Context: an optimization exercise on an open-source flow, tuned for small area, a short achievable clock period and few clock cycles. The choices shown serve that exercise and are no tape-out recipe. In this exercise RTL edits were held to simulation tests only and were not proved equivalent to the original. Power figures rest on the tool's default switching activity, not on a simulated workload.

`flow/run.sh`:
```
#!/bin/bash
# synth_recipe.tcl (not shown) runs the flow's synth.tcl, then flattens the netlist and writes it again
# the make line also repeats each setting of config.mk as NAME=value (left out here)
make -C /OpenROAD-flow-scripts/flow DESIGN_CONFIG=/design/flow/config.mk WORK_HOME=/design/flow/orfs CLKGATE_MAP_FILE= SYNTH_SCRIPT=/design/flow/synth_recipe.tcl finish
```
`flow/config.mk`:
```
export PLATFORM = sky130hd
export DESIGN_NAME = skeleton_ram_bist
export DESIGN_NICKNAME = skeleton_ram_bist
export VERILOG_FILES = /design/flow/design.v
export SDC_FILE = /design/flow/constraint.sdc
export NUM_CORES = 4
export LEC_CHECK = 0
export CAP_MARGIN = 20
export CORE_MARGIN = 2
export CORE_UTILIZATION = 40
export SETUP_SLACK_MARGIN = 2.4
export SLEW_MARGIN = 20
export SYNTH_HIERARCHICAL = 1
```
`flow/constraint.sdc`:
```
create_clock -name core_clock -period 5.0 [get_ports {CLK_SYS}]
set_input_delay 1.0000 -clock core_clock [delete_from_list [all_inputs] [get_ports {CLK_SYS}]]
set_output_delay 1.0000 -clock core_clock [all_outputs]
set_load 0.01 [all_outputs]
```
`flow/design.v`:
```
package ram_skeleton_pkg;
  localparam logic [3:0] HEAD_TYPE_ID = 4'd5;
  localparam int         MAX_BANKS    = 4;
  localparam int         BANK_W       = 2;
  function automatic logic [11:0] bist_pattern(input logic [11:0] seed,
                                               input logic [6:0]  index,
                                               input logic        pass);
    logic [11:0] p;
    p = seed ^ {5'd0, index};
    bist_pattern = pass ? ~p : p;
  endfunction
endpackage
module ram_aoi222 (input logic a0, s0, a1, s1, a2, s2, output logic y);
  assign y = !((a0 && s0) || (a1 && s1) || (a2 && s2));
endmodule
module ram_aoi22 (input logic a0, s0, a1, s1, output logic y);
  assign y = !((a0 && s0) || (a1 && s1));
endmodule
module ram_a22o (input logic a0, b0, a1, b1, output logic y);
  assign y = (a0 && b0) || (a1 && b1);
endmodule
module ram_nand4 (input logic a, b, c, d, output logic y);
  assign y = !(a && b && c && d);
endmodule
module ram_nand3 (input logic a, b, c, output logic y);
  assign y = !(a && b && c);
endmodule
module ram_nor4 (input logic a, b, c, d, output logic y);
  assign y = !(a || b || c || d);
endmodule
module ram_nor3 (input logic a, b, c, output logic y);
  assign y = !(a || b || c);
endmodule
module ram_nand2 (input logic a, b, output logic y);
  assign y = !(a && b);
endmodule
module skeleton_ram_bist
#(
  parameter int BITWIDTH_IN   = 12,
  parameter int BITWIDTH_SYS  = 16,
  parameter int BITWIDTH_HEAD = 26,
  parameter int BITWIDTH_ADR  = 6,
  parameter int NUM_BANKS     = 2
) (
  input  logic                     CLK_SYS,
  input  logic                     RSTN,
  input  logic                     EN,
  input  logic                     TRGG_START_CALC,
  input  logic                     MODE,
  input  logic                     RnW,
  input  logic [1:0]               BANK_SEL,
  input  logic [BITWIDTH_ADR-1:0]  ADR,
  input  logic [BITWIDTH_SYS-1:0]  DATA_IN,
  output logic [BITWIDTH_SYS-1:0]  DATA_OUT,
  output logic [BITWIDTH_HEAD-1:0] DATA_HEAD,
  output logic                     RDY,
  output logic                     ERR
);
  localparam int IN    = BITWIDTH_IN;    
  localparam int SYS   = BITWIDTH_SYS;   
  localparam int NW    = 128;            
  localparam int NA    = 64;             
  localparam int CNT_W = 9;              
  logic              rdy_q;       
  logic              busy_q;      
  logic              rd_q;        
  logic              pass_q;
  logic              done_q;      
  logic              fin_q;       
  logic [6:0]        idx_q;
  logic [IN-1:0]     seed_q;
  logic              cmp_q, cmp_pass_q;
  logic [6:0]        cmp_idx_q;
  logic [CNT_W-1:0]  cnt_q;
  logic              err_q;
  logic [1:0][IN-1:0] cand_q;
  logic [1:0]        show_q;
  logic [3:0]        low_q;
  logic [IN-1:0]     out_word;
  logic [IN-1:0]     mem [NW];
  logic              accept, man_wr, man_rd, idx_last;
  logic              we, out_en, mismatch;
  logic [1:0]        we_bank;
  logic [IN-1:0]     mem_din, pattern, exp_word;
  logic [1:0][IN-1:0] word;
  logic [7:0]        lo_m, lo_b;
  logic [7:0]        hi_m, hi_b;
  logic [NA-1:0]     sel;
  assign accept   = rdy_q && EN && TRGG_START_CALC;
  assign man_wr   = accept && !MODE && RnW;
  assign man_rd   = accept && !MODE && !RnW;
  assign idx_last = &idx_q;
  assign pattern  = ram_skeleton_pkg::bist_pattern(seed_q, idx_q, pass_q);
  assign exp_word = ram_skeleton_pkg::bist_pattern(seed_q, cmp_idx_q, cmp_pass_q);
  assign out_word = (cand_q[0] & {IN{show_q[0]}}) | (cand_q[1] & {IN{show_q[1]}});
  assign mismatch = cmp_q && (out_word != exp_word);
  for (genvar a = 0; a < 8; a++) begin : g_lo
    assign lo_m[a] = rdy_q && (ADR[2:0] == 3'(a));
  end
  for (genvar b = 0; b < 8; b++) begin : g_hi
    assign hi_m[b] = (ADR[5:3] == 3'(b));
  end
  assign we         = busy_q ? (!rd_q && !done_q && !fin_q) : (EN && TRGG_START_CALC && !MODE && RnW);
  assign we_bank[0] = we && (busy_q ? !idx_q[6] : (BANK_SEL == 2'd0));
  assign we_bank[1] = we && (busy_q ?  idx_q[6] : (BANK_SEL == 2'd1));
  assign mem_din    = busy_q ? pattern : DATA_IN[SYS-1 -: IN];
  for (genvar j = 0; j < NA; j++) begin : g_sel
    ram_a22o u_sel (.a0(lo_m[j % 8]), .b0(hi_m[j / 8]), .a1(lo_b[j % 8]), .b1(hi_b[j / 8]), .y(sel[j]));
  end
  for (genvar i = 0; i < NW; i++) begin : g_word
    logic          wsel, wsel_n;
    logic [IN-1:0] nxt;
    assign wsel   = we_bank[i / NA] && sel[i % NA];
    assign wsel_n = !wsel;
    for (genvar b = 0; b < IN; b++) begin : g_hold
      ram_a22o u_hold (.a0(mem[i][b]), .b0(wsel_n), .a1(mem_din[b]), .b1(wsel), .y(nxt[b]));
    end
    always_ff @(posedge CLK_SYS) mem[i] <= nxt;
  end
  for (genvar k = 0; k < 2; k++) begin : g_bank
    for (genvar b = 0; b < IN; b++) begin : g_bit
      logic [21:0] aoi_n;
      logic [5:0]  q;
      logic [1:0]  r_n;
      for (genvar g = 0; g < 21; g++) begin : g_grp
        localparam int W = NA * k + 3 * g;
        ram_aoi222 u_aoi (.a0(mem[W][b]), .s0(sel[3*g]), .a1(mem[W+1][b]), .s1(sel[3*g+1]),
                          .a2(mem[W+2][b]), .s2(sel[3*g+2]), .y(aoi_n[g]));
      end
      if (k == 0 && b < CNT_W - 4) begin : g_last_cnt
        ram_aoi22 u_aoi (.a0(mem[NA-1][b]), .s0(sel[NA-1]), .a1(cnt_q[b+4]), .s1(fin_q),
                         .y(aoi_n[21]));
      end else begin : g_last
        ram_nand2 u_aoi (.a(mem[NA*k+NA-1][b]), .b(sel[NA-1]), .y(aoi_n[21]));
      end
      for (genvar m = 0; m < 5; m++) begin : g_q
        ram_nand4 u_nand (.a(aoi_n[4*m]), .b(aoi_n[4*m+1]), .c(aoi_n[4*m+2]), .d(aoi_n[4*m+3]), .y(q[m]));
      end
      ram_nand2 u_nand_l (.a(aoi_n[20]), .b(aoi_n[21]), .y(q[5]));
      ram_nor3  u_nor0 (.a(q[0]), .b(q[1]), .c(q[2]), .y(r_n[0]));
      ram_nor3  u_nor1 (.a(q[3]), .b(q[4]), .c(q[5]), .y(r_n[1]));
      ram_nand2 u_out  (.a(r_n[0]), .b(r_n[1]),       .y(word[k][b]));
    end
  end
  assign out_en = man_rd || (busy_q && rd_q && !done_q) || fin_q || (!rdy_q && !busy_q);
  always_ff @(posedge CLK_SYS) begin
    if (out_en) begin
      cand_q[0] <= word[0];
      cand_q[1] <= word[1];
      low_q     <= fin_q ? cnt_q[3:0] : 4'b0000;
      if (busy_q) show_q <= fin_q ? 2'b01 : {idx_q[6], !idx_q[6]};
      else        show_q <= rdy_q ? {BANK_SEL == 2'd1, BANK_SEL == 2'd0} : 2'b00;
    end
  end
  always_ff @(posedge CLK_SYS or negedge RSTN) begin
    if (!RSTN) begin
      rdy_q  <= 1'b0;
      busy_q <= 1'b0;
      fin_q  <= 1'b0;
      err_q  <= 1'b0;
    end else begin
      busy_q <= busy_d;
      fin_q  <= fin_d;
      rdy_q  <= !busy_d;
      if (!busy_q) begin
        if (accept && MODE) err_q <= 1'b0;
      end else if (mismatch) begin
        err_q <= 1'b1;
      end
    end
  end
  logic       busy_d, rd_d, pass_d, done_d, fin_d;
  logic [6:0] idx_d;
  always_comb begin
    busy_d = busy_q;
    fin_d  = fin_q;
    rd_d   = rd_q;
    pass_d = pass_q;
    done_d = done_q;
    idx_d  = idx_q;
    if (!busy_q) begin
      busy_d = accept && MODE;
      fin_d  = 1'b0;
      rd_d   = 1'b0;
      pass_d = 1'b0;
      done_d = 1'b0;
      idx_d  = '0;
    end else if (fin_q) begin
      busy_d = 1'b0;
      fin_d  = 1'b0;
    end else if (done_q) begin
      done_d = 1'b0;
      fin_d  = 1'b1;
    end else begin
      idx_d = idx_q + 7'd1;
      if (idx_last) begin
        rd_d = !rd_q;
        if (rd_q) begin
          pass_d = 1'b1;
          if (pass_q) done_d = 1'b1;
        end
      end
    end
  end
  always_ff @(posedge CLK_SYS) begin
    rd_q   <= rd_d;
    pass_q <= pass_d;
    done_q <= done_d;
    idx_q  <= idx_d;
    if (!busy_q) begin
      cnt_q  <= '0;
      seed_q <= DATA_IN[SYS-1 -: IN];
    end else if (mismatch) begin
      cnt_q <= cnt_q + CNT_W'(1);
    end
    cmp_q      <= busy_q && rd_q && !done_q && !fin_q;
    cmp_idx_q  <= idx_q;
    cmp_pass_q <= pass_q;
  end
  for (genvar a = 0; a < 8; a++) begin : g_lo_b
    always_ff @(posedge CLK_SYS or negedge RSTN) begin
      if (!RSTN) lo_b[a] <= 1'b0;
      else       lo_b[a] <= busy_d && !fin_d && (idx_d[2:0] == 3'(a));
    end
  end
  for (genvar b = 0; b < 8; b++) begin : g_hi_b
    always_ff @(posedge CLK_SYS) hi_b[b] <= (idx_d[5:3] == 3'(b));
  end
  assign DATA_OUT  = {out_word, low_q};
  assign RDY       = rdy_q;
  assign ERR       = err_q;
  assign DATA_HEAD = BITWIDTH_HEAD'({ram_skeleton_pkg::HEAD_TYPE_ID, 6'(BITWIDTH_ADR), 2'(NUM_BANKS - 1),
                                     4'd0, 5'(BITWIDTH_IN), 5'(BITWIDTH_IN)});
endmodule
```
==> run_results.csv, run 1 <==
group,metric,value,unit
die,coreArea,0.140,mm2
logic_synthesis,ys_seq_elements,1626,
power,p_comb_share,23.9,%
cells_and_area,regArea,0.0331,mm2
logic_synthesis,synth_xor_area_share,0.876,%
cells_and_area,layout.nets,5098,
timing,timing.fmax,0.317,GHz
die,die_y,380,um
clock_tree,clockBufferDepth,3,
place,hpwl,112,mm
logic_synthesis,synth_fa_ha_area_share,0.0664,%
cells_and_area,final_common_cell,"dfxtp_1",
global_routing,grt_antenna_before_repair,7,
die,initial_core_util,40.4,%
hold_path,hp-start,"idx_q[5]",
critical_path,startpoint_type,"register",
place,globalplace.congestion,0.844,
cells_and_area,multi_input_area,0.0248,mm2
drt,wl,214,mm
logic_synthesis,synth_compound_area_share,34.4,%
timing,tightest_slew,1110,ps
logic_synthesis,synth_mux_area_share,0.228,%
logic_synthesis,synth-simple-area-share,4.51,%
power,p_sw,0.0126,W
cells_and_area,num_antenna_cells,0,
power,power_density,547,mW/mm2
cells_and_area,area_growth,24.0,%
global_routing,grt.total_usage,27.2,%
critical_path,crit_type,"register to register",
critical_path,worst_path_max_delay_cell,"a222oi_1",
timing,setup_viol,0,
clock_tree,cts_tree,"built",
timing,report.final.slew_viol_count,0,
logic_synthesis,synth_top_family_by_area,"compound AO/OA/AOI/OAI gates",
logic_synthesis,syn_area,0.0566,mm2
clock_tree,cts_max_level,4,
cells_and_area,fill_cells,12395,
global_routing,grt_pass1_vias,44070,
global_routing,met1_usage,39.2,%
power,report.power.total,0.0384,W
drt,avgViaCountPerCell,6.74,
power,ir_drop,0.613,mV
critical_path,worst_path_largest_cell_delay,550,ps
cells_and_area,drive_above_1_share,17.6,%
drt,drt-initial-drc-count,7021,
critical_path,crit-reg2reg-launch,"rdy_q",
global_routing,grt_max_degree,129,
power,p_int,0.0258,W
power,pwr-share-clk,32.7,%
timing,relSlewSlack,26.2,%
hold_path,hold_path_class,"register to register",
global_routing,grt_util_met2,40.8,%
power,p_seq_share,43.4,%
clock_tree,cts_buffers,160,
drt,dr.pass1.iters,8,
die,rows,137,
logic_synthesis,ys_warn_count,9,
status,outcome,"timing/DRC/antenna clean",
critical_path,worstReg2RegEnd,"cand_q[2]",
hold_path,min_to,"cmp_idx_q[5]",
global_routing,grt.busiest_layer,"met2",
clock_tree,cts-hold-fix-buffers,0,
place,dp_slack,554,ps
critical_path,cp-end-kind,"register",
clock_tree,path_clk_slew,70,ps
cells_and_area,final_cell_mix,"dfxtp_1, a22o_1, a222oi_1",
drt,wl_per_cell,30.3,um
timing,min_period,3160,ps
logic_synthesis,syn_avg_cell_area,12.5,um2
clock_tree,cts_num_sinks,1626,
timing,tns,0,ps
power,power.share.switching,32.7,%
timing,rsz0062_at_grt,"yes",
die,ios,74,
global_routing,grt_pass1_wl,300,mm
clock_tree,cts-root-buf,"clkbuf_16",
logic_synthesis,synth_cells,4521,
logic_synthesis,yosysSeqAreaShare,58.4,%
critical_path,crit_cells,9,
critical_path,required,5530,ps
timing,hold_violations,0,
die,die_x,380,um
critical_path,cp_data_arrival_time,3690,ps
hold_path,hold_depth,0,
critical_path,cp_max_fo,7,
run,maxCapViolCount,0,
power,p_leak,27.3,nW
global_routing,grtUsageMet3,4.65,%
critical_path,crit_chain,"nand2b_4 -> nor2_4 -> buf_12 -> a22o_4 -> buf_8 -> a222oi_1 -> nand4_1 -> nor3_4 -> nand2_1",
clock_tree,clock_latency,800,ps
global_routing,grt-ovfl-total,0,
drt,drtAntennaViolNets,0,
drt,num_vias,47677,
timing,fin_skew,25.1,ps
timing,layout_setup_ws,1840,ps
critical_path,crit_family,"simple AND/OR/NAND/NOR gates",
place,io_buffers,43,
critical_path,ff2ff_setup_slack,1840,ps
critical_path,r2r_cells,9,
timing,fin_crit_sh,63.2,%
die,die_area,0.144,mm2
drt,route.detailed.drc,0,
cells_and_area,final_util,50.2,%
critical_path,critPathBufInv,2,
logic_synthesis,synth_cell_types,52,
==> stage by stage <==
stage	hold slack (ps)	instance area, um2	cells
2_1_floorplan	329	56800	4545
3_3_place_gp	407	60600	6565
3_5_place_dp	414	60600	6565
4_1_cts	421	68800	6995
5_1_grt	436	70200	7069
6_report	422	70200	7069
==> modules after synthesis (local to each module, per instance) <==
module | cell area [um2] | copies in the design | flops+latches | cells
ram_a22o | 8.76 | 1600 | 0 | 1
ram_aoi22 | 12.5 | 5 | 0 | 1
ram_aoi222 | 10.0 | 504 | 0 | 1
ram_nand2 | 3.75 | 67 | 0 | 1
ram_nand4 | 6.26 | 120 | 0 | 1
ram_nor3 | 10.0 | 48 | 0 | 1
skeleton_ram_bist | 36000 | 1 | 1626 | 2177
==> synth_stat cells, drive strengths merged <==
master   number  area share, %
a22oi        11           0.21
inv         140           0.93
nand3         6          0.071
a21bo         1          0.018
nand2b       10           0.11
buf          33           0.44
clkbuf       18           0.12
or3           1          0.011
xor2         14           0.22
o32ai         1          0.015
nor2         53           0.35
dfxtp      1572             56
a22o       1608             25
mux2          7           0.14
o41ai         1          0.015
conb          2          0.013
and3          2          0.022
a222oi      504            8.9
nor4          1          0.038
o21a          1          0.013
o2bb2ai       1          0.027
a211o         1          0.015
xnor2        34           0.54
nor4b         1          0.015
a2bb2oi       1          0.015
a211oi        1          0.013
nand3b        1          0.013
and2          4          0.044
a2111oi       2          0.053
a21oi        12           0.12
edfxtp       42            2.2
nor3b         4          0.053
nand2       214            1.4
xnor3         3           0.12
o21ai         8          0.071
nand4       128            1.4
clkinv        1         0.0066
and3b         2          0.031
nor2b         1          0.011
dfrtp        12           0.53
mux2i         5          0.088
nor3         54           0.90
ha            3          0.066
==> how the worst max path moves through the flow <==
stage,end,slack [ps],from
after floorplan,mem[0][11],2060,DATA_IN[15]
after global placement,cand_q[12],550,ADR[2]
after detailed placement,cand_q[16],550,ADR[2]
after CTS,DATA_OUT[5],1930,show_q[0]
after global routing,cand_q[2],1940,rdy_q
final,cand_q[2],1840,rdy_q
==> timing repair <==
action	4_1_cts	5_1_grt
gates resized for setup	345	160
cloned	54	27
pin swaps	165	110
setup endpoints to repair	1588	973
setup buffers	86	46
==> sequential cells by signal, indices dropped and copies added, names as in the netlist <==
signal      flops
busy_q          1
cand_q         24
cmp_idx_q       7
cmp_pass_q      1
cmp_q           1
cnt_q           9
done_q          1
err_q           1
fin_q           1
hi_b            8
idx_q           7
lo_b            8
low_q           4
mem          1536
pass_q          1
rd_q            1
rdy_q           1
seed_q         12
show_q          2
==> per-layer routing <==
metal,wire length (um),share of wire [%]
met5,131,0.061
met4,8140,3.8
met3,20300,9.5
met2,93800,44
met1,91600,43
==> area by class of cell <==
type	instances	area share, %
Clock buffer	245	6.87
Clock inverter	45	0.879
Inverter	141	1.10
Multi-Input combinational cell	2775	35.4
Sequential cell	1626	47.1
Tap cell	1876	3.35
Timing Repair Buffer	343	5.12
Timing Repair inverter	18	0.185
==> logic make-up (layout without fill, tap and decap cells) <==
family | after synthesis | after routing
AOI/OAI and AO/OA | 2153 | 2197
xor gates and xnor gates | 51 | 51
adders and majority gates | 3 | 3
buffers and inverters | 192 | 792
DFF | 1626 | 1626
muxes | 12 | 15
other | 2 | 26
and+or+nand+nor | 482 | 483
==> power groups by stage <==
| stage | clock network (W) | logic [W] | registers, W |
|---|---|---|---|
| after detailed placement | 0 | 0.00786 | 0.0167 |
| after global routing | 0.0132 | 0.00945 | 0.0168 |
| after global placement | 0 | 0.00772 | 0.0166 |
| final | 0.0126 | 0.00917 | 0.0166 |
| after floorplan | 0 | 0.00464 | 0.0163 |
| after CTS | 0.0126 | 0.00830 | 0.0165 |
Testbench counts, summed over its fixed seeds: cycles 3,200.
==> inputs of run 2 (changes only) <==
--- a/flow/design.v
+++ b/flow/design.v
@@ -108,14 +108,9 @@
     ram_a22o u_sel (.a0(lo_m[j % 8]), .b0(hi_m[j / 8]), .a1(lo_b[j % 8]), .b1(hi_b[j / 8]), .y(sel[j]));
   end
   for (genvar i = 0; i < NW; i++) begin : g_word
-    logic          wsel, wsel_n;
-    logic [IN-1:0] nxt;
-    assign wsel   = we_bank[i / NA] && sel[i % NA];
-    assign wsel_n = !wsel;
-    for (genvar b = 0; b < IN; b++) begin : g_hold
-      ram_a22o u_hold (.a0(mem[i][b]), .b0(wsel_n), .a1(mem_din[b]), .b1(wsel), .y(nxt[b]));
-    end
-    always_ff @(posedge CLK_SYS) mem[i] <= nxt;
+    always_ff @(posedge CLK_SYS) begin
+      if (we_bank[i / NA] && sel[i % NA]) mem[i] <= mem_din;
+    end
   end
   for (genvar k = 0; k < 2; k++) begin : g_bank
     for (genvar b = 0; b < IN; b++) begin : g_bit
--- a/flow/config.mk
+++ b/flow/config.mk
@@ -7,7 +7,10 @@
 export LEC_CHECK = 0
 export CAP_MARGIN = 20
 export CORE_MARGIN = 2
-export CORE_UTILIZATION = 40
+export CORE_UTILIZATION = 55
+export CTS_CLUSTER_DIAMETER = 60
+export CTS_CLUSTER_SIZE = 30
+export PLACE_DENSITY = 0.7
 export SETUP_SLACK_MARGIN = 2.4
 export SLEW_MARGIN = 20
 export SYNTH_HIERARCHICAL = 1
==> run 2 against run 1 <==
Clock-buffer cell count shrank 155; non-clock buffer count is 149 lower; maximum frequency grew 4.2%; clock skew about the same; total power shrank 14%; critical endpoint is now cand_q[22].
==> run_results.csv, run 2 <==
group,metric,value,unit
place,hpwl,85.6,mm
logic_synthesis,synth_xor_area_share,0.660,%
hold_path,min_to,"cmp_idx_q[5]",
critical_path,r2r_cells,5,
drt,wl,160,mm
logic_synthesis,synthArstFlopShare,0.738,%
die,die_x,329,um
global_routing,grt_pass1_wl,218,mm
global_routing,grt_max_degree,129,
clock_tree,clockBufferDepth,3,
logic_synthesis,ys_warn_count,9,
cells_and_area,top_register,"mem",
logic_synthesis,synth_flop_cell,"edfxtp_1",
die,die_area,0.108,mm2
cells_and_area,final_cell_mix,"edfxtp_1, a222oi_1, and2_4",
hold_path,hp-start,"idx_q[5]",
logic_synthesis,synthTopCellsByArea,"edfxtp_1, a222oi_1, and2_1",
global_routing,grt-ovfl-total,0,
timing,rsz0062_at_grt,"yes",
drt,wl_per_cell,34.6,um
timing,timing.fmax,0.330,GHz
logic_synthesis,synth_top_area_cell,"edfxtp_1",
timing,report.final.slew_viol_count,0,
drt,route.detailed.drc,0,
clock_tree,clock_latency,690,ps
cells_and_area,final_area,0.0671,mm2
cells_and_area,final_common_cell,"edfxtp_1",
die,rows,119,
cells_and_area,reg_top3,"mem (1536), cand_q (24), seed_q (12)",
logic_synthesis,synth_mux_area_share,0.204,%
logic_synthesis,synth_top_area_share,81.4,%
place,globalplace.congestion,0.894,
clock_tree,cts_max_level,3,
timing,fin_crit_sh,60.6,%
status,outcome,"timing/DRC/antenna clean",
hold_path,hold_depth,0,
timing,setup_viol,0,
cells_and_area,drive_above_1_share,21.6,%
clock_tree,cts-root-buf,"clkbuf_16",
power,ir_drop,0.521,mV
clock_tree,cts_num_sinks,1626,
cells_and_area,layout.nets,3205,
logic_synthesis,yosysSeqAreaShare,83.2,%
critical_path,ff2ff_setup_slack,1970,ps
timing,tightest_slew,1150,ps
critical_path,required,5420,ps
global_routing,grt.total_usage,28.1,%
logic_synthesis,synth_fa_ha_area_share,0.0645,%
timing,relSlewSlack,23.5,%
clock_tree,cts_tree,"built",
drt,drtAntennaViolNets,0,
run,maxCapViolCount,0,
logic_synthesis,syn_avg_cell_area,20.4,um2
drt,dr.pass1.iters,11,
drt,avgViaCountPerCell,7.28,
logic_synthesis,synth_compound_area_share,10.4,%
power,p_leak,21.4,nW
clock_tree,path_clk_slew,90,ps
logic_synthesis,ys_seq_elements,1626,
logic_synthesis,synth_top_family_by_area,"compound AO/OA/AOI/OAI gates",
cells_and_area,num_antenna_cells,0,
global_routing,grt_pass1_vias,31039,
cells_and_area,area_growth,15.3,%
drt,num_vias,33729,
critical_path,cp_data_arrival_time,3450,ps
die,die_y,329,um
critical_path,crit-reg2reg-launch,"lo_b[3]",
place,dpl_cell_area,0.0608,mm2
logic_synthesis,synth-simple-area-share,4.93,%
timing,fin_skew,25.4,ps
die,ios,74,
cells_and_area,largest_reg_flops,1536,
logic_synthesis,synth_top_cells_by_count,"edfxtp_1, a222oi_1, and2_1, nand4_1, nand2_1",
die,coreArea,0.105,mm2
logic_synthesis,synth_cell_types,46,
logic_synthesis,synth_cells,2853,
power,power_density,489,mW/mm2
critical_path,cp-end-kind,"register",
critical_path,startpoint_type,"input pin",
die,initial_core_util,55.4,%
drt,drt-initial-drc-count,7502,
logic_synthesis,yosysMostFrequentCell,"edfxtp_1",
timing,tns,0,ps
hold_path,hold_path_class,"register to register",
critical_path,crit_type,"input pin to register",
critical_path,cp_max_fo,7,
global_routing,grt_antenna_before_repair,1,
logic_synthesis,synth_edf_count,1578,
timing,hold_violations,0,
clock_tree,cts_buffers,85,
place,io_buffers,43,
timing,min_period,3030,ps
logic_synthesis,syn_area,0.0582,mm2
critical_path,worstReg2RegEnd,"cand_q[20]",
==> run 2: cell types whose count changed after synthesis, sizes merged, moves of 128 or more <==
cell and delta:
dfxtp -1536, edfxtp +1536, and2 +128, a22o -1534
inv -132, nand2 -129
==> run 2: per-layer routing <==
layer / wire length (um) / global-route usage [%] / vias to the layer above
li1: - / - / 13633
met1: 57800 / 40.7 / 17218
met2: 75800 / 43.8 / 2610
met3: 21400 / 5.47 / 266
met4: 5360 / 8.86 / 2
met5: 13 / 0 / -
==> run 2: logic make-up (layout without fill, tap and decap cells) <==
kind of cell | after synthesis | count (layout)
flip-flops | 1626 | 1626
AO/OA/AOI/OAI | 627 | 671
AND/OR/NAND/NOR | 483 | 503
buffers and inverters | 58 | 357
XOR/XNOR | 43 | 43
multiplexers | 11 | 11
adder cells (fa/ha/maj) | 3 | 3
other | 2 | 26
==> run 2: per-stage QoR <==
step / hold WS (ps) / cells / utilization (%) / setup slack [ps] / power, W
after global placement: 421 / 4303 / 57.9 / 544 / 0.0231
after global routing: 465 / 4631 / 63.9 / 1980 / 0.0335
after floorplan: 329 / 2877 / - / 2300 / 0.0206
after detailed placement: 433 / 4303 / 57.9 / 493 / 0.0235
final: 455 / 4631 / 63.9 / 1970 / 0.0328
after CTS: 445 / 4575 / 63.1 / 2060 / 0.0324
==> run 2: layout make-up <==
| type | count | area [um2] |
|---|---|---|
| clock buffers | 90 | 2210 |
| flip-flops and latches | 1626 | 48400 |
| well taps | 1391 | 1740 |
| multi-input cells | 1257 | 11700 |
| inverters | 8 | 30.0 |
| repair buffers | 194 | 2040 |
| clock inverters | 65 | 965 |
| fillers | 6889 | 38000 |
==> run 2: worst max path at each step <==
| stage | startpoint | endpoint |
|---|---|---|
| after floorplan | ADR[0] | mem[22][0] |
| after global placement | ADR[1] | cand_q[21] |
| after detailed placement | ADR[2] | cand_q[20] |
| after CTS | show_q[0] | DATA_OUT[10] |
| after global routing | rdy_q | cand_q[16] |
| final | ADR[1] | cand_q[22] |
==> run 2: power breakdown <==
group / leakage (nW) / total, W / switching [W] / internal (W)
registers: 14.6 / 0.0179 / 0.000450 / 0.0175
clock network: 1.53 / 0.00857 / 0.00468 / 0.00389
logic: 5.28 / 0.00632 / 0.00474 / 0.00159
total: 21.4 / 0.0328 / 0.00986 / 0.0229
==> run 2: timing repair <==
item	CTS	global route
hold buffers	0	0
buffers inserted	68	36
gates resized for setup	471	71
setup endpoints to repair	2215	1707
pin swaps	157	88
cloned	49	20
==> run 2: Yosys stat by module (local to each module, per instance) <==
module | copies in the design | flip-flops and latches | cell area, um2
ram_nor3 | 48 | 0 | 10.0
ram_a22o | 64 | 0 | 8.76
skeleton_ram_bist | 1 | 1626 | 51000
ram_nand2 | 67 | 0 | 3.75
ram_nand4 | 120 | 0 | 6.26
ram_aoi22 | 5 | 0 | 12.5
ram_aoi222 | 504 | 0 | 10.0
==> run 2: critical path, stage by stage <==
cell	delay, ps
buf_12	130
nand2b_4	160
buf_6	110
nor2_4	80
buf_12	170
buf_4	170
a22o_4	330
a222oi_1	460
nand4_1	440
nor3_2	290
nand2_1	100
Testbench counts of run 2, summed over its fixed seeds: cycles 3,200.
==> inputs of run 3 (changes only) <==
--- a/flow/design.v
+++ b/flow/design.v
@@ -33,6 +33,9 @@
 endmodule
 module ram_nand2 (input logic a, b, output logic y);
   assign y = !(a && b);
+endmodule
+module ram_a21oi (input logic a0, a1, b, output logic y);
+  assign y = !((a0 && a1) || b);
 endmodule
 module skeleton_ram_bist
 #(
@@ -74,8 +77,8 @@
   logic [CNT_W-1:0]  cnt_q;
   logic              err_q;
   logic [1:0][IN-1:0] cand_q;
-  logic [1:0]        show_q;
   logic [3:0]        low_q;
+  logic [1:0]        bsel;
   logic [IN-1:0]     out_word;
   logic [IN-1:0]     mem [NW];
   logic              accept, man_wr, man_rd, idx_last;
@@ -92,7 +95,7 @@
   assign idx_last = &idx_q;
   assign pattern  = ram_skeleton_pkg::bist_pattern(seed_q, idx_q, pass_q);
   assign exp_word = ram_skeleton_pkg::bist_pattern(seed_q, cmp_idx_q, cmp_pass_q);
-  assign out_word = (cand_q[0] & {IN{show_q[0]}}) | (cand_q[1] & {IN{show_q[1]}});
+  assign out_word = cand_q[0] | cand_q[1];
   assign mismatch = cmp_q && (out_word != exp_word);
   for (genvar a = 0; a < 8; a++) begin : g_lo
     assign lo_m[a] = rdy_q && (ADR[2:0] == 3'(a));
@@ -112,6 +115,8 @@
       if (we_bank[i / NA] && sel[i % NA]) mem[i] <= mem_din;
     end
   end
+  assign bsel[0] = busy_q ? (fin_q || !idx_q[6]) : (BANK_SEL == 2'd0);
+  assign bsel[1] = busy_q ? (!fin_q && idx_q[6]) : (BANK_SEL == 2'd1);
   for (genvar k = 0; k < 2; k++) begin : g_bank
     for (genvar b = 0; b < IN; b++) begin : g_bit
       logic [21:0] aoi_n;
@@ -134,7 +139,7 @@
       ram_nand2 u_nand_l (.a(aoi_n[20]), .b(aoi_n[21]), .y(q[5]));
       ram_nor3  u_nor0 (.a(q[0]), .b(q[1]), .c(q[2]), .y(r_n[0]));
       ram_nor3  u_nor1 (.a(q[3]), .b(q[4]), .c(q[5]), .y(r_n[1]));
-      ram_nand2 u_out  (.a(r_n[0]), .b(r_n[1]),       .y(word[k][b]));
+      ram_a21oi u_out  (.a0(r_n[0]), .a1(r_n[1]), .b(!bsel[k]), .y(word[k][b]));
     end
   end
   assign out_en = man_rd || (busy_q && rd_q && !done_q) || fin_q || (!rdy_q && !busy_q);
@@ -143,8 +148,6 @@
       cand_q[0] <= word[0];
       cand_q[1] <= word[1];
       low_q     <= fin_q ? cnt_q[3:0] : 4'b0000;
-      if (busy_q) show_q <= fin_q ? 2'b01 : {idx_q[6], !idx_q[6]};
-      else        show_q <= rdy_q ? {BANK_SEL == 2'd1, BANK_SEL == 2'd0} : 2'b00;
     end
   end
   always_ff @(posedge CLK_SYS or negedge RSTN) begin
==> run 3 against run 2 <==
Synthesized area rose by 0.12%; largest cell class unchanged; sequential cell count fell by 2; setup slack improved by 26 ps; clock-buffer cell count did not move; non-clock buffer count did not move; total power fell by 1.1%; clock skew barely moved; final area rose by 0.42%; first-iteration DRC count rose by 10%.
==> run_results.csv, run 3 <==
group,metric,value,unit
logic_synthesis,ys_seq_elements,1624,
power,p_leak,21.5,nW
clock_tree,path_clk_slew,100,ps
timing,fin_crit_sh,60.1,%
clock_tree,cts-root-buf,"clkbuf_16",
critical_path,cp_max_fo,7,
global_routing,grt_antenna_before_repair,3,
run,maxCapViolCount,0,
logic_synthesis,synth_flop_cell,"edfxtp_1",
critical_path,worst_path_max_delay_cell,"a222oi_1",
logic_synthesis,ys_warn_count,9,
logic_synthesis,synth_edf_count,1576,
global_routing,grt-ovfl-total,0,
cells_and_area,final_cell_mix,"edfxtp_1, a222oi_1, and2_4",
cells_and_area,multi_input_area,0.0123,mm2
timing,report.final.slew_viol_count,0,
place,io_buffers,43,
timing,rsz0062_at_grt,"yes",
die,coreArea,0.105,mm2
timing,relSlewSlack,22.6,%
cells_and_area,top_register,"mem",
drt,avgViaCountPerCell,7.40,
clock_tree,cts_buffers,86,
timing,min_period,3010,ps
critical_path,crit_chain,"nand2b_4 -> nor2_4 -> buf_8 -> a22o_4 -> a222oi_1 -> nand4_1 -> nor3_2 -> a21oi_2",
timing,timing.fmax,0.333,GHz
logic_synthesis,synth_top_area_cell,"edfxtp_1",
timing,tns,0,ps
place,globalplace.congestion,0.889,
logic_synthesis,synth_top_area_share,81.2,%
drt,dr.pass1.iters,13,
die,die_y,329,um
clock_tree,cts_max_level,3,
logic_synthesis,yosysSeqAreaShare,83.0,%
drt,wl,167,mm
drt,drt-initial-drc-count,8251,
timing,setup_viol,0,
clock_tree,clock_latency,700,ps
critical_path,cp-startpoint,"rdy_q",
drt,wl_met2,76.9,mm
drt,route.detailed.drc,0,
critical_path,startpoint_type,"register",
global_routing,grt.total_usage,28.6,%
clock_tree,clockBufferDepth,3,
cells_and_area,final_common_cell,"edfxtp_1",
drt,highest_layer,"met5",
critical_path,crit-reg2reg-launch,"rdy_q",
drt,wl_per_cell,35.6,um
clock_tree,cts_num_sinks,1624,
global_routing,grt_max_degree,129,
cells_and_area,reg_top3,"mem (1536), cand_q (24), seed_q (12)",
cells_and_area,fill_cells,6837,
critical_path,required,5390,ps
hold_path,hp-start,"idx_q[2]",
clock_tree,cts_tree,"built",
cells_and_area,layout.nets,3266,
hold_path,hold_path_class,"register to register",
die,die_area,0.109,mm2
die,rows,119,
die,ios,74,
critical_path,worst_path_largest_cell_delay,690,ps
place,hpwl,85.8,mm
logic_synthesis,synth_cell_types,43,
power,ir_drop,0.668,mV
critical_path,cp_data_arrival_time,3400,ps
critical_path,critPathBufInv,1,
timing,hold_violations,0,
logic_synthesis,synth_cells,2860,
cells_and_area,largest_reg_flops,1536,
logic_synthesis,yosysMostFrequentCell,"edfxtp_1",
critical_path,cp-end-kind,"register",
global_routing,grt_pass1_wl,222,mm
logic_synthesis,syn_avg_cell_area,20.4,um2
logic_synthesis,synthTopCellsByArea,"edfxtp_1, a222oi_1, and2_1",
cells_and_area,drive_above_1_share,23.6,%
drt,drtAntennaViolNets,0,
place,dpl_cell_area,0.0610,mm2
critical_path,crit_type,"register to register",
die,die_x,329,um
die,initial_core_util,55.4,%
logic_synthesis,synth_top_cells_by_count,"edfxtp_1, a222oi_1, and2_1, nand4_1, nand2_1",
status,outcome,"timing/DRC/antenna clean",
timing,tightest_slew,1160,ps
drt,wl_met3,25.3,mm
critical_path,crit_family,"compound AO/OA/AOI/OAI gates",
cells_and_area,regArea,0.0484,mm2
power,power_density,481,mW/mm2
drt,num_vias,34731,
cells_and_area,area_growth,15.7,%
cells_and_area,final_area,0.0674,mm2
drt,wl_met1,58.5,mm
logic_synthesis,synthArstFlopShare,0.739,%
global_routing,grt_pass1_vias,31460,
logic_synthesis,syn_area,0.0583,mm2
timing,fin_skew,25.6,ps
## run 3: changes by cell type after synthesis, moves of 3 or more
cell      previous run  this run
a21oi_2              0        24
a22o_1              73        64
and4_1               0         3
mux2i_1              4         9
nand2_1             85        67
nand2b_1             8        13
nor3_1               6        10
o21ai_0             14         9
or2_2                0        11
xnor2_1             32        36
xor2_1              10         7
## run 3: cell families after synthesis
logic type                 share of synthesized area [%]
muxes                                              0.309
adders and majority gates                         0.0644
DFF                                                 83.0
xor gates and xnor gates                           0.646
AOI/OAI and AO/OA                                   10.4
buffers and inverters                              0.558
other                                             0.0129
and+or+nand+nor                                     5.07
## run 3: path summary, 6_finish.rpt
check,depth (start not counted),slack (ps),end
worst min-delay path,0,460,cmp_idx_q[2]
worst max-delay path,8,1990,cand_q[13]
min in group asynchronous,1,720,lo_b[1]
max in group asynchronous,1,3770,busy_q
worst max register to register,8,1990,cand_q[13]
worst min register to register,0,460,cmp_idx_q[2]
## run 3: layout make-up
cell class,count,share of cell area (%)
repair buffers,194,2.85
well taps,1391,2.58
diodes,1,0.00371
inverters,9,0.0501
clock buffers,90,3.28
clock inverters,65,1.31
flip-flops and latches,1624,71.8
multi-input cells,1318,18.2
## run 3: worst reg2reg max path, cell delays in order, from the launching register on
cell and delay [ps]:
dfrtp_2 490, nand2b_4 180, nor2_4 120, buf_8 180
a22o_4 330, a222oi_1 690, nand4_1 420, nor3_2 240
a21oi_2 70
## run 3: Yosys stat by module, one instance, submodules excluded
module	cells	copies in the design	cell area, um2
skeleton_ram_bist	2052	1	51000
ram_nand2	1	43	3.75
ram_aoi22	1	5	12.5
ram_nor3	1	48	10.0
ram_nand4	1	120	6.26
ram_aoi222	1	504	10.0
ram_a21oi	1	24	8.76
ram_a22o	1	64	8.76
## run 3: layer usage
layer  up-vias  GRT usage (%)
li1      13815              -
met3       311           5.64
met1     17586           41.4
met4         2           9.36
met2      3017           44.4
met5         -              0
## run 3: power breakdown
part | internal, W | switching, W | total, W | leakage (nW)
combinational | 0.00151 | 0.00476 | 0.00627 | 5.44
clock | 0.00368 | 0.00468 | 0.00836 | 1.49
sequential | 0.0174 | 0.000444 | 0.0178 | 14.6
## run 3: repair_timing
action                                   CTS  global route
cloned                                    37            84
hold buffers                               0             0
resized for setup                        338           158
endpoints found under the setup margin  1922          1678
pin swaps                                116           103
setup buffers                             67            42
## run 3: through the flow
stage	util (%)	power [W]	std cells	hold WS, ps	setup slack [ps]
after floorplan	-	0.0205	2884	329	2300
after global placement	58.1	0.0229	4306	432	588
after detailed placement	58.1	0.0232	4306	436	528
after CTS	62.7	0.0319	4565	457	2130
after global routing	64.1	0.0332	4691	478	2010
final	64.1	0.0325	4692	464	1990
Testbench counts of run 3, summed over its fixed seeds: cycles 3,200.
==> inputs of run 4 (changes only) <==
--- a/flow/config.mk
+++ b/flow/config.mk
@@ -7,10 +7,10 @@
 export LEC_CHECK = 0
 export CAP_MARGIN = 20
 export CORE_MARGIN = 2
-export CORE_UTILIZATION = 55
-export CTS_CLUSTER_DIAMETER = 60
+export CORE_UTILIZATION = 65
+export CTS_CLUSTER_DIAMETER = 50
 export CTS_CLUSTER_SIZE = 30
-export PLACE_DENSITY = 0.7
+export PLACE_DENSITY = 0.8
 export SETUP_SLACK_MARGIN = 2.4
 export SLEW_MARGIN = 20
 export SYNTH_HIERARCHICAL = 1
==> run 4 against run 3 <==
Core utilization rose by 12 points; clock power rose by 26%; critical path depth is 3 lower; final cell count down 4.2%; sequential power about the same; die area is 15% lower; critical path type unchanged; register-to-register slack worse by 140 ps; largest power group unchanged; first-iteration DRC count up 12%; clock skew grew 6.6 ps; clock-buffer cell count grew 35; total power up 7.3%; combinational power increased by 2%; largest cell class unchanged.
==> run_results.csv, run 4 <==
group,metric,value,unit
hold_path,hold_depth,0,
die,die_y,303,um
critical_path,worst_path_max_delay_cell,"dfrtp_2",
cells_and_area,reg_top3,"mem (1536), cand_q (24), seed_q (12)",
logic_synthesis,synthArstFlopShare,0.739,%
run,maxCapViolCount,0,
clock_tree,cts-hold-fix-buffers,0,
logic_synthesis,synth_cell_types,43,
global_routing,grt_pass1_wl,234,mm
clock_tree,cts_max_level,3,
die,rows,109,
status,outcome,"timing/DRC/antenna clean",
die,die_x,303,um
logic_synthesis,synth_top_area_share,81.2,%
place,globalplace.congestion,0.895,
logic_synthesis,synth_edf_count,1576,
logic_synthesis,synth_top_cells_by_count,"edfxtp_1, a222oi_1, and2_1, nand4_1, nand2_1",
power,power_density,513,mW/mm2
place,dpl_cell_area,0.0607,mm2
die,initial_core_util,65.7,%
timing,setup_viol,0,
clock_tree,cts_buffers,119,
cells_and_area,final_common_cell,"edfxtp_1",
clock_tree,cts_num_sinks,1624,
place,io_buffers,43,
hold_path,min_to,"cmp_idx_q[5]",
cells_and_area,area_growth,16.5,%
cells_and_area,final_area,0.0679,mm2
logic_synthesis,synth_top_area_cell,"edfxtp_1",
logic_synthesis,synth_cells,2860,
power,p_leak,21.9,nW
critical_path,ff2ff_setup_slack,1850,ps
clock_tree,path_clk_slew,80,ps
timing,min_period,3150,ps
hold_path,hp-start,"idx_q[5]",
critical_path,critPathBufInv,0,
timing,tightest_slew,1170,ps
critical_path,crit_chain,"a22o_4 -> a222oi_1 -> nand4_1 -> nor3_4 -> a21oi_2",
clock_tree,cts-root-buf,"clkbuf_16",
timing,tns,0,ps
drt,wl_per_cell,39.3,um
power,ir_drop,0.421,mV
drt,dr.pass1.iters,14,
timing,fin_skew,32.3,ps
die,ios,74,
logic_synthesis,yosysMostFrequentCell,"edfxtp_1",
cells_and_area,final_cell_mix,"edfxtp_1, a222oi_1, and2_4",
cells_and_area,fill_cells,4177,
global_routing,grt_antenna_before_repair,6,
critical_path,startpoint_type,"register",
logic_synthesis,ys_warn_count,9,
timing,report.final.slew_viol_count,0,
logic_synthesis,yosysSeqAreaShare,83.0,%
drt,num_vias,36318,
critical_path,crit-reg2reg-launch,"lo_b[1]",
critical_path,crit_type,"register to register",
logic_synthesis,synth_flop_cell,"edfxtp_1",
timing,fin_crit_sh,63.0,%
global_routing,grt.total_usage,36.1,%
cells_and_area,drive_above_1_share,24.2,%
clock_tree,clock_latency,720,ps
drt,route.detailed.drc,0,
timing,timing.fmax,0.317,GHz
drt,avgViaCountPerCell,8.08,
hold_path,hold_path_class,"register to register",
critical_path,r2r_cells,5,
timing,relSlewSlack,22.0,%
die,die_area,0.0921,mm2
cells_and_area,largest_reg_flops,1536,
drt,drtAntennaViolNets,0,
global_routing,grt-ovfl-total,0,
cells_and_area,layout.nets,3259,
timing,hold_violations,0,
clock_tree,clockBufferDepth,3,
cells_and_area,top_register,"mem",
drt,wl,177,mm
critical_path,required,5420,ps
critical_path,crit_family,"simple AND/OR/NAND/NOR gates",
global_routing,grt_pass1_vias,33143,
logic_synthesis,ys_seq_elements,1624,
critical_path,worst_path_largest_cell_delay,700,ps
logic_synthesis,syn_avg_cell_area,20.4,um2
clock_tree,cts_tree,"built",
place,hpwl,86.2,mm
critical_path,cp_data_arrival_time,3570,ps
critical_path,worstReg2RegEnd,"cand_q[20]",
timing,rsz0062_at_grt,"yes",
global_routing,grt_max_degree,101,
logic_synthesis,syn_area,0.0583,mm2
logic_synthesis,synthTopCellsByArea,"edfxtp_1, a222oi_1, and2_1",
critical_path,cp_max_fo,12,
die,coreArea,0.0886,mm2
critical_path,cp-end-kind,"register",
drt,drt-initial-drc-count,9257,
run 4: cell families after synthesis:
group / share of synthesized area, %
AOI/OAI and AO/OA: 10.4
and+or+nand+nor: 5.07
xor gates and xnor gates: 0.646
DFF: 83.0
adders and majority gates: 0.0644
other: 0.0129
muxes: 0.309
buffers and inverters: 0.558
run 4: metal layers:
layer | global-route usage (%) | wire, um | vias to the layer above
met2 | 54.8 | 78800 | 4124
met1 | 49.3 | 53400 | 17679
met5 | 0 | 47 | -
met4 | 16.7 | 11600 | 8
li1 | - | - | 13792
met3 | 10.4 | 33000 | 715
run 4: cell type report:
cell class | instances | area (um2) | share of cell area (%)
antenna | 2 | 5.00 | 0.00737
clock buffer | 125 | 3070 | 4.53
clock inverter | 98 | 1210 | 1.79
inverter | 9 | 33.8 | 0.0498
multi-input combinational | 1272 | 11800 | 17.4
sequential | 1624 | 48400 | 71.2
tap | 1165 | 1460 | 2.15
timing repair buffer | 200 | 1910 | 2.81
run 4: what timing repair did:
| action | 4_1_cts | 5_1_grt |
|---|---|---|
| cloned | 40 | 32 |
| setup buffers | 80 | 44 |
| setup endpoints to repair | 1913 | 1541 |
| gates resized for setup | 419 | 60 |
| pin swaps | 167 | 85 |
run 4: how the worst max path moves through the flow:
stage / startpoint / depth (start not counted) / end
floorplan: ADR[0] / 7 / cand_q[0]
global placement: ADR[1] / 9 / cand_q[5]
detailed placement: ADR[2] / 8 / cand_q[22]
CTS: rdy_q / 8 / cand_q[10]
global route: rdy_q / 9 / cand_q[10]
finish: lo_b[1] / 5 / cand_q[20]
run 4: per-stage QoR:
| step | instances | hold slack, ps | power, W | setup WS, ps | utilization, % |
|---|---|---|---|---|---|
| floorplan | 2884 | 329 | 0.0205 | 2300 | - |
| global placement | 4074 | 409 | 0.0229 | 690 | 68.4 |
| detailed placement | 4074 | 426 | 0.0232 | 614 | 68.4 |
| CTS | 4417 | 435 | 0.0340 | 2080 | 75.6 |
| global route | 4493 | 443 | 0.0352 | 1880 | 76.6 |
| finish | 4495 | 457 | 0.0348 | 1850 | 76.6 |
run 4: where the power goes:
part | internal [W] | switching, W | leakage (nW)
clock | 0.00530 | 0.00521 | 2.08
combinational | 0.00144 | 0.00496 | 5.25
sequential | 0.0174 | 0.000521 | 14.6
total | 0.0241 | 0.0107 | 21.9
run 4: modules after synthesis, one instance, submodules excluded:
| module | flops+latches | cells | area (um2) | copies in the design |
|---|---|---|---|---|
| ram_a21oi | 0 | 1 | 8.76 | 24 |
| ram_a22o | 0 | 1 | 8.76 | 64 |
| ram_aoi22 | 0 | 1 | 12.5 | 5 |
| ram_aoi222 | 0 | 1 | 10.0 | 504 |
| ram_nand2 | 0 | 1 | 3.75 | 43 |
| ram_nand4 | 0 | 1 | 6.26 | 120 |
| ram_nor3 | 0 | 1 | 10.0 | 48 |
| skeleton_ram_bist | 1624 | 2052 | 51000 | 1 |
==> inputs of run 5 (changes only) <==
--- a/flow/config.mk
+++ b/flow/config.mk
@@ -7,10 +7,10 @@
 export LEC_CHECK = 0
 export CAP_MARGIN = 20
 export CORE_MARGIN = 2
-export CORE_UTILIZATION = 65
-export CTS_CLUSTER_DIAMETER = 50
+export CORE_UTILIZATION = 55
+export CTS_CLUSTER_DIAMETER = 60
 export CTS_CLUSTER_SIZE = 30
-export PLACE_DENSITY = 0.8
-export SETUP_SLACK_MARGIN = 2.4
+export PLACE_DENSITY = 0.7
+export SETUP_SLACK_MARGIN = 3.0
 export SLEW_MARGIN = 20
 export SYNTH_HIERARCHICAL = 1
==> run 5 against run 4 <==
Still clean on timing, DRC and antenna; routed wire length up 4.0%; via count barely moved; synthesized area did not move; setup slack gained 8.1 ps; die area is 18% higher; critical path depth increased by 3; non-clock buffer count increased by 77; maximum frequency grew 0.26%; critical endpoint is now cand_q[21].
==> run_results.csv, run 5 <==
group,metric,value,unit
status,outcome,"timing/DRC/antenna clean",
logic_synthesis,syn_avg_cell_area,20.4,um2
logic_synthesis,syn_area,0.0583,mm2
place,hpwl,87.9,mm
timing,setup_viol,0,
clock_tree,clock_latency,700,ps
die,coreArea,0.105,mm2
place,globalplace.congestion,0.870,
power,ir_drop,0.494,mV
clock_tree,cts_buffers,89,
timing,timing.fmax,0.318,GHz
die,rows,119,
timing,fin_crit_sh,62.8,%
cells_and_area,fill_cells,6510,
cells_and_area,area_growth,20.2,%
drt,wl,184,mm
drt,drt-initial-drc-count,8526,
die,die_y,329,um
drt,drtAntennaViolNets,0,
drt,dr.pass1.iters,14,
die,die_area,0.109,mm2
logic_synthesis,synth_top_cells_by_count,"edfxtp_1, a222oi_1, and2_1, nand4_1, nand2_1",
cells_and_area,final_common_cell,"edfxtp_1",
clock_tree,cts-hold-fix-buffers,0,
power,power.share.switching,32.2,%
power,p_leak,22.9,nW
critical_path,required,5390,ps
logic_synthesis,synth_top_area_cell,"edfxtp_1",
logic_synthesis,synthTopCellsByArea,"edfxtp_1, a222oi_1, and2_1",
critical_path,cp-end-kind,"register",
cells_and_area,layout.nets,3404,
critical_path,cp_max_fo,8,
power,power_density,513,mW/mm2
timing,report.final.slew_viol_count,0,
drt,num_vias,36313,
power,p_comb_share,26.5,%
die,die_x,329,um
global_routing,grt_antenna_before_repair,15,
timing,relSlewSlack,22.1,%
clock_tree,cts_num_sinks,1624,
clock_tree,cts_max_level,3,
timing,hold_violations,0,
logic_synthesis,synthArstFlopShare,0.739,%
cells_and_area,top_register,"mem",
clock_tree,clockBufferDepth,3,
logic_synthesis,synth_cells,2860,
global_routing,grt_pass1_vias,32664,
global_routing,grt-ovfl-total,0,
timing,rsz0062_at_grt,"yes",
place,dp_slack,619,ps
cells_and_area,reg_top3,"mem (1536), cand_q (24), seed_q (12)",
logic_synthesis,synth_flop_cell,"edfxtp_1",
timing,fin_skew,45.2,ps
logic_synthesis,yosysSeqAreaShare,83.0,%
power,p_sw,0.0116,W
power,report.power.total,0.0360,W
timing,min_period,3140,ps
logic_synthesis,ys_seq_elements,1624,
die,initial_core_util,55.4,%
power,p_int,0.0244,W
logic_synthesis,synth_cell_types,43,
power,p_seq_share,49.5,%
global_routing,grt.total_usage,31.4,%
logic_synthesis,yosysMostFrequentCell,"edfxtp_1",
clock_tree,cts-root-buf,"clkbuf_16",
clock_tree,cts_tree,"built",
logic_synthesis,synth_edf_count,1576,
global_routing,grt_pass1_wl,239,mm
timing,tns,0,ps
cells_and_area,final_cell_mix,"edfxtp_1, a222oi_1, and2_4",
critical_path,cp_data_arrival_time,3530,ps
critical_path,crit_type,"register to register",
logic_synthesis,synth_top_area_share,81.2,%
global_routing,grt_max_degree,87,
place,io_buffers,43,
cells_and_area,largest_reg_flops,1536,
drt,route.detailed.drc,0,
cells_and_area,drive_above_1_share,27.7,%
timing,tightest_slew,1170,ps
logic_synthesis,ys_warn_count,9,
cells_and_area,final_util,66.7,%
hold_path,hold_path_class,"register to register",
power,pwr-share-clk,24.0,%
die,ios,74,
timing,layout_setup_ws,1860,ps
drt,wl_per_cell,38.0,um
critical_path,startpoint_type,"register",
run,maxCapViolCount,0,
drt,avgViaCountPerCell,7.50,
clock_tree,path_clk_slew,100,ps
timing,hold_ws,438,ps
[run 5: logic make-up after synthesis]
kind of cell             after synthesis  synth area share, %
AO/OA/AOI/OAI                        626                 10.4
XOR/XNOR                              43                0.646
adder cells (fa/ha/maj)                3               0.0644
buffers and inverters                 58                0.558
flip-flops                          1624                 83.0
multiplexers                          17                0.309
other                                  2               0.0129
AND/OR/NAND/NOR                      487                 5.07
[run 5: critical path, stage by stage, from the launching register on]
cell and delay, ps:
dfrtp_2 490, nand2b_4 170, nor3_4 70, buf_12 150, a22o_4 280, a222oi_1 530
nand4_1 620, nor3_4 420, a21oi_2 80
[run 5: Yosys stat by module, one instance, submodules excluded]
module	cell area, um2	copies in the design
skeleton_ram_bist	51000	1
ram_aoi22	12.5	5
ram_aoi222	10.0	504
ram_nor3	10.0	48
ram_a21oi	8.76	24
ram_a22o	8.76	64
ram_nand4	6.26	120
ram_nand2	3.75	43
[run 5: final cells by class]
| cell class | count | area (um2) | area share [%] |
|---|---|---|---|
| diodes | 8 | 20.0 | 0.0286 |
| clock buffers | 95 | 2310 | 3.30 |
| clock inverters | 67 | 917 | 1.31 |
| inverters | 9 | 37.5 | 0.0536 |
| multi-input cells | 1369 | 13100 | 18.6 |
| flip-flops and latches | 1624 | 48400 | 69.0 |
| well taps | 1391 | 1740 | 2.48 |
| repair buffers | 277 | 3610 | 5.16 |
| repair inverters | 1 | 5.00 | 0.00714 |
[run 5: power groups by stage]
stage / clock, W / combinational, W / sequential [W]
after floorplan: 0 / 0.00268 / 0.0179
after global placement: 0 / 0.00513 / 0.0180
after detailed placement: 0 / 0.00537 / 0.0180
after CTS: 0.00864 / 0.00839 / 0.0177
after global routing: 0.00911 / 0.00952 / 0.0178
final: 0.00864 / 0.00953 / 0.0178
[run 5: final timing paths]
kind | startpoint | endpoint | slack (ps) | cells past startpoint
worst max-delay path | rdy_q | cand_q[21] | 1860 | 8
worst min-delay path | idx_q[2] | cmp_idx_q[2] | 440 | 0
worst max register to register | rdy_q | cand_q[21] | 1860 | 8
worst min register to register | idx_q[2] | cmp_idx_q[2] | 440 | 0
max in group asynchronous | RSTN | busy_q | 3740 | 1
min in group asynchronous | RSTN | rdy_q | 720 | 1
[run 5: through the flow]
stage	std cells	instance area [um2]
6_report	4841	70100
5_1_grt	4836	70100
3_3_place_gp	4294	61300
2_1_floorplan	2884	59100
4_1_cts	4677	67900
3_5_place_dp	4294	61300
[run 5: metal layers]
metal  up-vias  global-route usage (%)  part of all wire, %
met5         -                       0                0.023
met2      3471                    47.5                   45
met1     18142                    42.6                   33
li1      14149                       -                    -
met3       543                    8.88                   17
met4         8                    14.6                  5.7
[run 5: timing repair]
action,CTS,global route
pin swaps,112,103
buffers inserted,104,76
resized for setup,441,205
endpoints found under the setup margin,3150,2091
gates cloned,117,80
==> inputs of run 6 (changes only) <==
--- a/flow/config.mk
+++ b/flow/config.mk
@@ -11,6 +11,6 @@
 export CTS_CLUSTER_DIAMETER = 60
 export CTS_CLUSTER_SIZE = 30
 export PLACE_DENSITY = 0.7
-export SETUP_SLACK_MARGIN = 3.0
+export SETUP_SLACK_MARGIN = 2.0
 export SLEW_MARGIN = 20
 export SYNTH_HIERARCHICAL = 1
==> run 6 against run 5 <==
First-iteration DRC count fell by 15%; core utilization is 4.8 points lower; critical path type is now input pin to register; total power fell by 12%; highest routed layer is now met4; combinational power down 42%.
==> run_results.csv, run 6 <==
group,metric,value,unit
die,die_y,329,um
global_routing,grt-ovfl-total,0,
logic_synthesis,synthTopCellsByArea,"edfxtp_1, a222oi_1, and2_1",
cells_and_area,largest_reg_flops,1536,
die,die_area,0.109,mm2
clock_tree,cts-hold-fix-buffers,0,
critical_path,crit_family,"simple AND/OR/NAND/NOR gates",
logic_synthesis,synth_top_area_share,81.2,%
global_routing,grt_pass1_wl,206,mm
logic_synthesis,syn_area,0.0583,mm2
drt,drtAntennaViolNets,0,
power,ir_drop,0.671,mV
timing,hold_ws,455,ps
global_routing,grt_antenna_before_repair,3,
critical_path,cp_max_fo,26,
clock_tree,cts_max_level,3,
cells_and_area,area_growth,11.5,%
die,die_x,329,um
cells_and_area,drive_above_1_share,16.3,%
clock_tree,clockBufferDepth,3,
place,io_buffers,43,
hold_path,hp-start,"idx_q[4]",
cells_and_area,multi_input_area,0.0104,mm2
drt,avgViaCountPerCell,7.08,
logic_synthesis,synth_fa_ha_area_share,0.0644,%
drt,dr.pass1.iters,14,
run,maxCapViolCount,0,
cells_and_area,final_cell_mix,"edfxtp_1, a222oi_1, nand4_1",
logic_synthesis,synth_cells,2860,
status,outcome,"timing/DRC/antenna clean",
cells_and_area,reg_top3,"mem (1536), cand_q (24), seed_q (12)",
critical_path,crit_chain,"clkbuf_4 -> nand2_1 -> nor2_2 -> a22o_1 -> buf_4 -> a222oi_1 -> nand4_1 -> nor3_4 -> a21oi_2",
critical_path,worstReg2RegEnd,"cand_q[13]",
hold_path,hold_path_class,"register to register",
global_routing,grt_pass1_vias,30440,
hold_path,hold_depth,0,
critical_path,worst_path_max_delay_cell,"a222oi_1",
cells_and_area,regArea,0.0484,mm2
critical_path,startpoint_type,"input pin",
logic_synthesis,synth_edf_count,1576,
hold_path,min_to,"cmp_idx_q[4]",
critical_path,crit_type,"input pin to register",
drt,route.detailed.drc,0,
critical_path,cp_data_arrival_time,3520,ps
clock_tree,cts_buffers,89,
die,rows,119,
cells_and_area,fill_cells,7144,
clock_tree,cts-root-buf,"clkbuf_16",
logic_synthesis,synth_cell_types,43,
cells_and_area,top_register,"mem",
critical_path,ff2ff_setup_slack,1910,ps
critical_path,cp-startpoint,"ADR[1]",
logic_synthesis,yosysSeqAreaShare,83.0,%
timing,timing.fmax,0.320,GHz
logic_synthesis,synth_mux_area_share,0.309,%
timing,relSlewSlack,29.2,%
logic_synthesis,synth_compound_area_share,10.4,%
place,hpwl,88.5,mm
timing,setup_viol,0,
logic_synthesis,synth_top_family_by_area,"compound AO/OA/AOI/OAI gates",
cells_and_area,num_antenna_cells,0,
clock_tree,clock_latency,710,ps
logic_synthesis,ys_warn_count,9,
drt,drt-initial-drc-count,7271,
logic_synthesis,synthArstFlopShare,0.739,%
die,ios,74,
logic_synthesis,syn_avg_cell_area,20.4,um2
die,initial_core_util,55.4,%
global_routing,grt_max_degree,129,
drt,num_vias,32083,
logic_synthesis,synth_top_cells_by_count,"edfxtp_1, a222oi_1, and2_1, nand4_1, nand2_1",
critical_path,crit-reg2reg-launch,"rdy_q",
die,coreArea,0.105,mm2
place,globalplace.congestion,0.885,
timing,fin_crit_sh,62.6,%
critical_path,required,5400,ps
global_routing,grt.total_usage,26.2,%
critical_path,cp-end-kind,"register",
timing,fin_skew,46.9,ps
cells_and_area,layout.nets,3107,
timing,layout_setup_ws,1870,ps
cells_and_area,final_common_cell,"edfxtp_1",
critical_path,critPathBufInv,2,
timing,tns,0,ps
drt,wl,145,mm
logic_synthesis,synth-simple-area-share,5.07,%
power,p_leak,20.3,nW
logic_synthesis,yosysMostFrequentCell,"edfxtp_1",
logic_synthesis,ys_seq_elements,1624,
logic_synthesis,synth_top_area_cell,"edfxtp_1",
power,power_density,487,mW/mm2
clock_tree,path_clk_slew,80,ps
clock_tree,cts_num_sinks,1624,
critical_path,r2r_cells,8,
timing,tightest_slew,1060,ps
timing,min_period,3130,ps
logic_synthesis,synth_xor_area_share,0.646,%
timing,hold_violations,0,
timing,report.final.slew_viol_count,0,
timing,rsz0062_at_grt,"yes",
critical_path,worst_path_largest_cell_delay,520,ps
clock_tree,cts_tree,"built",
place,dp_slack,271,ps
drt,wl_per_cell,32.0,um
logic_synthesis,synth_flop_cell,"edfxtp_1",
==> run 6: layout make-up <==
class,count,area share [%]
clock inverters,69,1.38
repair inverters,1,0.00770
multi-input cells,1207,16.0
repair buffers,142,2.02
well taps,1391,2.68
clock buffers,91,3.44
flip-flops and latches,1624,74.4
inverters,9,0.0578
==> run 6: timing repair <==
item                        CTS  global route
setup buffers                 8             6
gates cloned                  5             2
setup endpoints to repair  1572           338
hold endpoints to repair      0             0
resized for setup           194            48
pin swaps                    59            45
==> run 6: cells by family after synthesis <==
| group | Yosys count |
|---|---|
| compound gates | 626 |
| xor+xnor | 43 |
| fa+ha+maj | 3 |
| buf+inv | 58 |
| flops | 1624 |
| mux | 17 |
| other cells | 2 |
| simple gates | 487 |
==> run 6: per-module statistics from Yosys, one instance, submodules excluded <==
module             times used  area, um2  cells inside  flops+latches
ram_a22o                   64       8.76             1              0
ram_aoi222                504       10.0             1              0
ram_a21oi                  24       8.76             1              0
ram_nand4                 120       6.26             1              0
ram_nand2                  43       3.75             1              0
ram_nor3                   48       10.0             1              0
ram_aoi22                   5       12.5             1              0
skeleton_ram_bist           1      51000          2052           1624
==> run 6: worst max path at each step <==
stage | slack [ps] | depth (start not counted) | endpoint
CTS | 1960 | 7 | lo_b[2]
floorplan | 1260 | 4 | mem[0][11]
global placement | 420 | 5 | mem[25][0]
detailed placement | 270 | 5 | mem[89][1]
finish | 1870 | 9 | cand_q[13]
global route | 1890 | 9 | cand_q[13]
==> run 6: report_power, final <==
| part | switching [W] | internal, W | leakage [nW] |
|---|---|---|---|
| Clock | 0.00470 | 0.00369 | 1.51 |
| Combinational | 0.00437 | 0.00120 | 4.16 |
| Sequential | 0.000328 | 0.0174 | 14.6 |
==> run 6: routing by layer <==
layer  vias up  global-route usage (%)  share of wire (%)
met5         -                       0                  0
met4         0                    7.22                2.7
met3       201                    4.72                 13
met2      2287                    41.8                 48
met1     16322                    37.8                 37
li1      13273                       -                  -
==> run 6: worst reg2reg max path, delay by kind of cell, from the launching register on <==
kind                   cells  cell delay (ps)
DFF                        1              470
and+or+nand+nor            4             1200
AOI/OAI and AO/OA          3              970
buffers and inverters      1              190
==> run 6: through the flow <==
stage	util [%]	cell area (um2)	total power, W	instances
global placement	58.1	61100	0.0230	4353
floorplan	-	58400	0.0205	2884
finish	61.8	65000	0.0317	4534
detailed placement	58.1	61100	0.0233	4353
CTS	61.6	64800	0.0316	4526
global route	61.8	65000	0.0324	4534

## re-timing with driven ports
How much do the figures lean on ideal ports? The routed layouts below were timed once more, with nothing changed but the port constraints. Step 1 (the two cells are an assumption about what drives the block):
set clk [get_ports {CLK_SYS}]
set_driving_cell -lib_cell sky130_fd_sc_hd__clkbuf_16 $clk
set_driving_cell -lib_cell sky130_fd_sc_hd__buf_2 [delete_from_list [all_inputs] $clk]
Step 2 also shifts input and output timing later by t, the mid clock arrival at the registers, as if the neighbouring blocks saw the same clock. Three values: ideal, step 1, step 2; two values: the first two.
run | shift t [ns] | setup WS [ns] | clock arrival spread, ns | pins driven straight from the clock port
run 1 | 0.867 | 1.842 / 1.842 / 1.024 | 0.030 / 0.029 | 1
run 2 | 0.757 | 1.969 / 1.946 / 1.208 | 0.030 / 0.030 | 1
run 3 | 0.760 | 1.995 / 1.953 / 1.193 | 0.028 / 0.028 | 1
run 4 | 0.774 | 1.850 / 1.850 / 1.083 | 0.035 / 0.036 | 1
run 5 | 0.744 | 1.858 / 1.845 / 1.101 | 0.046 / 0.046 | 1
run 6 | 0.756 | 1.872 / 1.902 / 1.146 | 0.047 / 0.047 | 1
After both steps every run listed still meets setup and hold. The setup slack of run 1, which loses most, moves by 0.000 ns with the drivers and by -0.818 ns with both steps.
